Context: an optimization exercise on an open-source flow, tuned for small area, a short achievable clock period and few clock cycles per item. The choices shown serve that exercise and are no tape-out recipe. Where RTL was checked, it was by simulation tests only, not by an equivalence proof against the original. Power and IR drop assume default switching activity.

## R
// int8_matrix_vector_zero_point_core
module int8_matrix_vector_zero_point_core #(
   parameter int MAX_COLS = 256
) (
   input  logic                                  clock,
   input  logic                                  reset,
   input  logic                                  req_valid,
   output logic                                  req_ready,
   input  logic                                  req_command,
   input  logic signed [i8mvz_pkg::ElemWidth-1:0] req_element,
   input  logic [i8mvz_pkg::IndexWidth-1:0]      req_element_index,
   output logic                                  rsp_valid,
   input  logic                                  rsp_ready,
   output logic signed [i8mvz_pkg::SumWidth-1:0] rsp_row_sum,
   output logic [i8mvz_pkg::RowsWidth-1:0]       rsp_row_index,
   output logic                                  rsp_last_row,
   input  logic                                  csr_write_enable,
   input  logic [1:0]                            csr_index,
   input  logic [i8mvz_pkg::CsrWidth-1:0]        csr_write_data
);
==> flow/config.mk <==
export PLATFORM = sky130hd
export DESIGN_NAME = int8_matrix_vector_zero_point_core
export DESIGN_NICKNAME = int8_matrix_vector_zero_point_core
export VERILOG_FILES = /design/flow/design.v
export SDC_FILE = /design/flow/constraint.sdc
export NUM_CORES = 4
export LEC_CHECK = 0
export CAP_MARGIN = 20
export CORE_MARGIN = 2
export CORE_UTILIZATION = 62
export CTS_CLUSTER_DIAMETER = 65
export CTS_CLUSTER_SIZE = 32
export PLACE_DENSITY = 0.72
export SETUP_SLACK_MARGIN = 0.3
export SLEW_MARGIN = 20
export SYNTH_MEMORY_MAX_BITS = 16384
==> flow/constraint.sdc <==
create_clock -name core_clock -period 10.0 [get_ports {clock}]
set_input_delay 2.0000 -clock core_clock [delete_from_list [all_inputs] [get_ports {clock}]]
set_output_delay 2.0000 -clock core_clock [all_outputs]
set_load 0.01 [all_outputs]
standard.sh (not shown) runs the stock make flow with config.mk's settings and CLKGATE_MAP_FILE= SYNTH_SCRIPT=/design/flow/synth_recipe.tcl, a recipe that flattens the netlist after the stock synthesis.
==> flow/flow/run.sh <==
#!/bin/bash
# the standard flow (the standard.sh, standard synthesis unchanged) with two
# changes to how the layout is made:
#  - timing repair aims at a shorter clock period than the design's (a larger setup
#    margin); the design is still laid out and signed off at the design's period
#  - ports are buffered with buf_4 instead of the cell buffer_ports picks by default
# make's output goes to make.log; each ORFS step keeps its own log under orfs/logs.
set -euo pipefail
bash standard.sh SETUP_SLACK_MARGIN=6.6 \
   "BUFFER_PORTS_ARGS=-buffer_cell sky130_fd_sc_hd__buf_4" \
   finish > make.log 2>&1
#### Input delta (Q over R)
-- flow/design.v --
<<< R, line 172
   logic [AW:0]   colp_ff;
   logic [AW-1:0] rd_pos_ff;
   logic [WB-1:0]    wlo_ff;         
   logic [AW-WB-1:0] whi_ff;         
   logic             f_wpoint_ok;
   logic          col_first;
   logic          col_last;
>>> Q, line 172
   logic [AW:0]   colp_ff;
   logic [AW-1:0] rd_pos_ff;
   logic [AW-1:0] wr_q_ff;
   logic [AW-1:0] wr_q_new;
   logic          col_first;
   logic          col_last;
<<< R, line 182
   assign col_first = (colp_ff == (AW+1)'(1));
   assign col_last  = (colp_ff == cols_ff);
   assign f_wpoint_ok = (f_idx_ff[WB-1:0] == wlo_ff);
   assign f_write     = f_load && !f_hi_ff && f_wpoint_ok;
   assign f_block     = (f_load && !f_hi_ff && !f_wpoint_ok)
                        || (f_mat && (rd_pos_ff[TB-1:0] != '0));
   assign f_go        = adv && !f_block;
   logic [AW-1:0] mphase_next;
   assign mphase_next = reset ? '1 : (mphase_ff - AW'(1));
   always_ff @(posedge clock) begin
      mphase_ff <= mphase_next;
      wlo_ff    <= WB'(~mphase_next) + WB'(1);
      whi_ff    <= mphase_next[AW-1:WB] + (AW-WB)'(mphase_next[WB-1:0] != '0);
   end
   always_ff @(posedge clock) begin
>>> Q, line 181
   assign col_first = (colp_ff == (AW+1)'(1));
   assign col_last  = (colp_ff == cols_ff);
   assign f_write = f_load && !f_hi_ff && (wr_q_ff[WB-1:0] == WB'(1));
   assign f_block = (f_load && !f_hi_ff && (wr_q_ff[WB-1:0] != WB'(1)))
                    || (f_mat && (rd_pos_ff[TB-1:0] != '0));
   assign f_go    = adv && !f_block;
   assign wr_q_new = (k_valid_ff ? k_idx_ff : AW'(req_element_index)) + mphase_ff;
   always_ff @(posedge clock) begin
      if (f_go) begin
         wr_q_ff <= wr_q_new;
      end else begin
         wr_q_ff <= wr_q_ff - AW'(1);
      end
   end
   always_ff @(posedge clock) begin
      if (reset) begin
         mphase_ff <= '1;
      end else begin
         mphase_ff <= mphase_ff - AW'(1);
      end
   end
   always_ff @(posedge clock) begin
<<< R, line 220
      .clock   (clock),
      .wr_en   (f_write),
      .wr_point(f_idx_ff[AW-1:WB] + whi_ff),
      .wr_data (f_elem_ff),
      .rd_tap  (rd_pos_ff[AW-1:TB]),
>>> Q, line 226
      .clock   (clock),
      .wr_en   (f_write),
      .wr_point(wr_q_ff[AW-1:WB]),
      .wr_data (f_elem_ff),
      .rd_tap  (rd_pos_ff[AW-1:TB]),
<<< R, line 327
   logic            row_zero_ff;       
   logic            x_end;             
   logic            next_last;
   assign s3_prod_x = {{(AccW-PW){s3_prod_ff[PW-1]}}, s3_prod_ff};
>>> Q, line 333
   logic            row_zero_ff;       
   logic            x_end;             
   logic [RW-1:0]   next_index;
   logic            next_last;
   assign s3_prod_x = {{(AccW-PW){s3_prod_ff[PW-1]}}, s3_prod_ff};
<<< R, line 337
   end
   always_ff @(posedge clock) begin
      acc_ff <= ((adv && s3_first_ff) ? AccW'(0) : acc_ff)
                + (adv ? s3_prod_x : AccW'(0));
   end
   assign x_end      = adv && s3_mat_ff && s3_last_ff;
   assign next_last  = row_zero_ff ? (rows_ff <= RW'(1))
                       : ({1'b0, rsp_row_index_ff} + (RW+1)'(2) >= {1'b0, rows_ff});
>>> Q, line 344
   end
   always_ff @(posedge clock) begin
      if (adv) begin
         acc_ff <= (s3_first_ff ? AccW'(0) : acc_ff) + s3_prod_x;
      end
   end
   assign x_end      = adv && s3_mat_ff && s3_last_ff;
   assign next_index = row_zero_ff ? '0 : (rsp_row_index_ff + RW'(1));
   assign next_last  = row_zero_ff ? (rows_ff <= RW'(1))
                       : ({1'b0, rsp_row_index_ff} + (RW+1)'(2) >= {1'b0, rows_ff});
<<< R, line 353
   end
   always_ff @(posedge clock) begin
      if (x_end && row_zero_ff) begin
         rsp_row_index_ff <= '0;
      end else begin
         rsp_row_index_ff <= rsp_row_index_ff + RW'(x_end);
      end
   end
   always_ff @(posedge clock) begin
      if (x_end) begin
         rsp_last_row_ff <= next_last;
      end
   end
>>> Q, line 362
   end
   always_ff @(posedge clock) begin
      if (x_end) begin
         rsp_row_index_ff <= next_index;
         rsp_last_row_ff  <= next_last;
      end
   end
Results
R → Q: worst setup slack grew by 440 ps, die footprint shows an increase of about 1.7%, cell area higher, internal power moved down, wire length went down by 1800 µm.
Compare R and Q | synthesized cell count lower: R
Q ended up with flop to primary output as its category of the critical setup timing path; R ended up with primary input to flop.
In the reports, the flip-flop count of Q falls short of that of R.
Q: total power lower than R
Diff R and Q: time the worst path needs with I/O delays and setup lower in Q
Diff R and Q: power per cell area higher in R
Testbench counts of Q, summed over its fixed seeds: cycles 74,919, items 71,425.
Only the layout flow was run in R; the RTL was not checked for function there.

Another version of the RTL of int8_matrix_vector_zero_point_core (not shown whole).
Size: roughly 3600 cells after synthesis, ~2300 flip-flops, ~59000 sq um of cells after synthesis.
==> flow/config.mk <==
export PLATFORM = sky130hd
export DESIGN_NAME = int8_matrix_vector_zero_point_core
export DESIGN_NICKNAME = int8_matrix_vector_zero_point_core
export VERILOG_FILES = /design/flow/design.v
export SDC_FILE = /design/flow/constraint.sdc
export NUM_CORES = 4
export LEC_CHECK = 0
export CAP_MARGIN = 20
export CORE_MARGIN = 2
export CORE_UTILIZATION = 62
export CTS_CLUSTER_DIAMETER = 65
export CTS_CLUSTER_SIZE = 32
export PLACE_DENSITY = 0.72
export SETUP_SLACK_MARGIN = 0.3
export SLEW_MARGIN = 20
export SYNTH_MEMORY_MAX_BITS = 16384
==> flow/constraint.sdc <==
create_clock -name core_clock -period 10.0 [get_ports {clock}]
set_input_delay 2.0000 -clock core_clock [delete_from_list [all_inputs] [get_ports {clock}]]
set_output_delay 2.0000 -clock core_clock [all_outputs]
set_load 0.01 [all_outputs]
Scripts as last shown in full above: flow/flow/run.sh
Testbench counts at the start, summed over its fixed seeds: cycles 74,919, items 71,425.
Edit:
--- a/flow/design.v
+++ b/flow/design.v
@@ -164,23 +164,23 @@
          k_hi_ff   <= req_hi;
       end
    end
    logic          f_mat;
    logic          f_load;
    logic          f_write;
    logic          f_block;
    logic [AW-1:0] mphase_ff;
    logic [AW:0]   colp_ff;
    logic [AW-1:0] rd_pos_ff;
-   logic [WB-1:0]    wlo_ff;         
-   logic [AW-WB-1:0] whi_ff;         
-   logic             f_wpoint_ok;
+   logic [WB-1:0]    wlo_ff;      
+   logic [AW-WB-1:0] whi_ff;      
+   logic          f_wpoint_ok;
    logic          col_first;
    logic          col_last;
    logic [EW-1:0] ram_rd_data;
    assign f_mat     = f_valid_ff && (f_cmd_ff == i8mvz_pkg::CMD_MATRIX_ELEMENT);
    assign f_load    = f_valid_ff && (f_cmd_ff == i8mvz_pkg::CMD_LOAD_VECTOR);
    assign col_first = (colp_ff == (AW+1)'(1));
    assign col_last  = (colp_ff == cols_ff);
    assign f_wpoint_ok = (f_idx_ff[WB-1:0] == wlo_ff);
    assign f_write     = f_load && !f_hi_ff && f_wpoint_ok;
    assign f_block     = (f_load && !f_hi_ff && !f_wpoint_ok)
What happened: Area after synthesis does not change. Final area does not change. Global-route usage stays the same. Count of clock-buffer cells in the layout does not change. Die area stays the same. Total power stays the same. Via count is unchanged. Clock skew does not change. Hold slack does not change. Worst setup slack is unchanged.
Testbench counts after the change, summed over its fixed seeds: cycles 74,919, items 71,425.

-- afterwards: timing with drivers on the ports --
Ports are ideal in the flow. The routed layouts listed here were re-timed in OpenROAD.
Step 1: set_driving_cell puts a clkbuf_16 on clock and a buf_2 on each other input, an assumption about the parent block.
Step 2 times the ports against the registers' clock, not the clock port: input delays grow and output delays shrink by t, the midpoint of the rising clock arrivals with the driver on.
Three values: ideal ports, drivers, drivers and shift; two values: the first two.
| run | t, ns | slack for setup (ns) | worst slew at a driven data input, ns |
|---|---|---|---|
| R | 0.748 | 6.167 / 6.189 / 5.441 | 0.07 |
| Q | 0.742 | 6.605 / 6.541 / 6.037 | 0.08 |
| the first run of note 2 | 0.750 | 6.594 / 6.532 / 6.051 | 0.06 |
| the second run of note 2 | 0.750 | 6.594 / 6.532 / 6.051 | 0.06 |
After both steps every run listed still meets setup and hold. For R, which loses most, drivers alone change the setup slack by +0.022 ns; drivers and shift together by -0.726 ns.
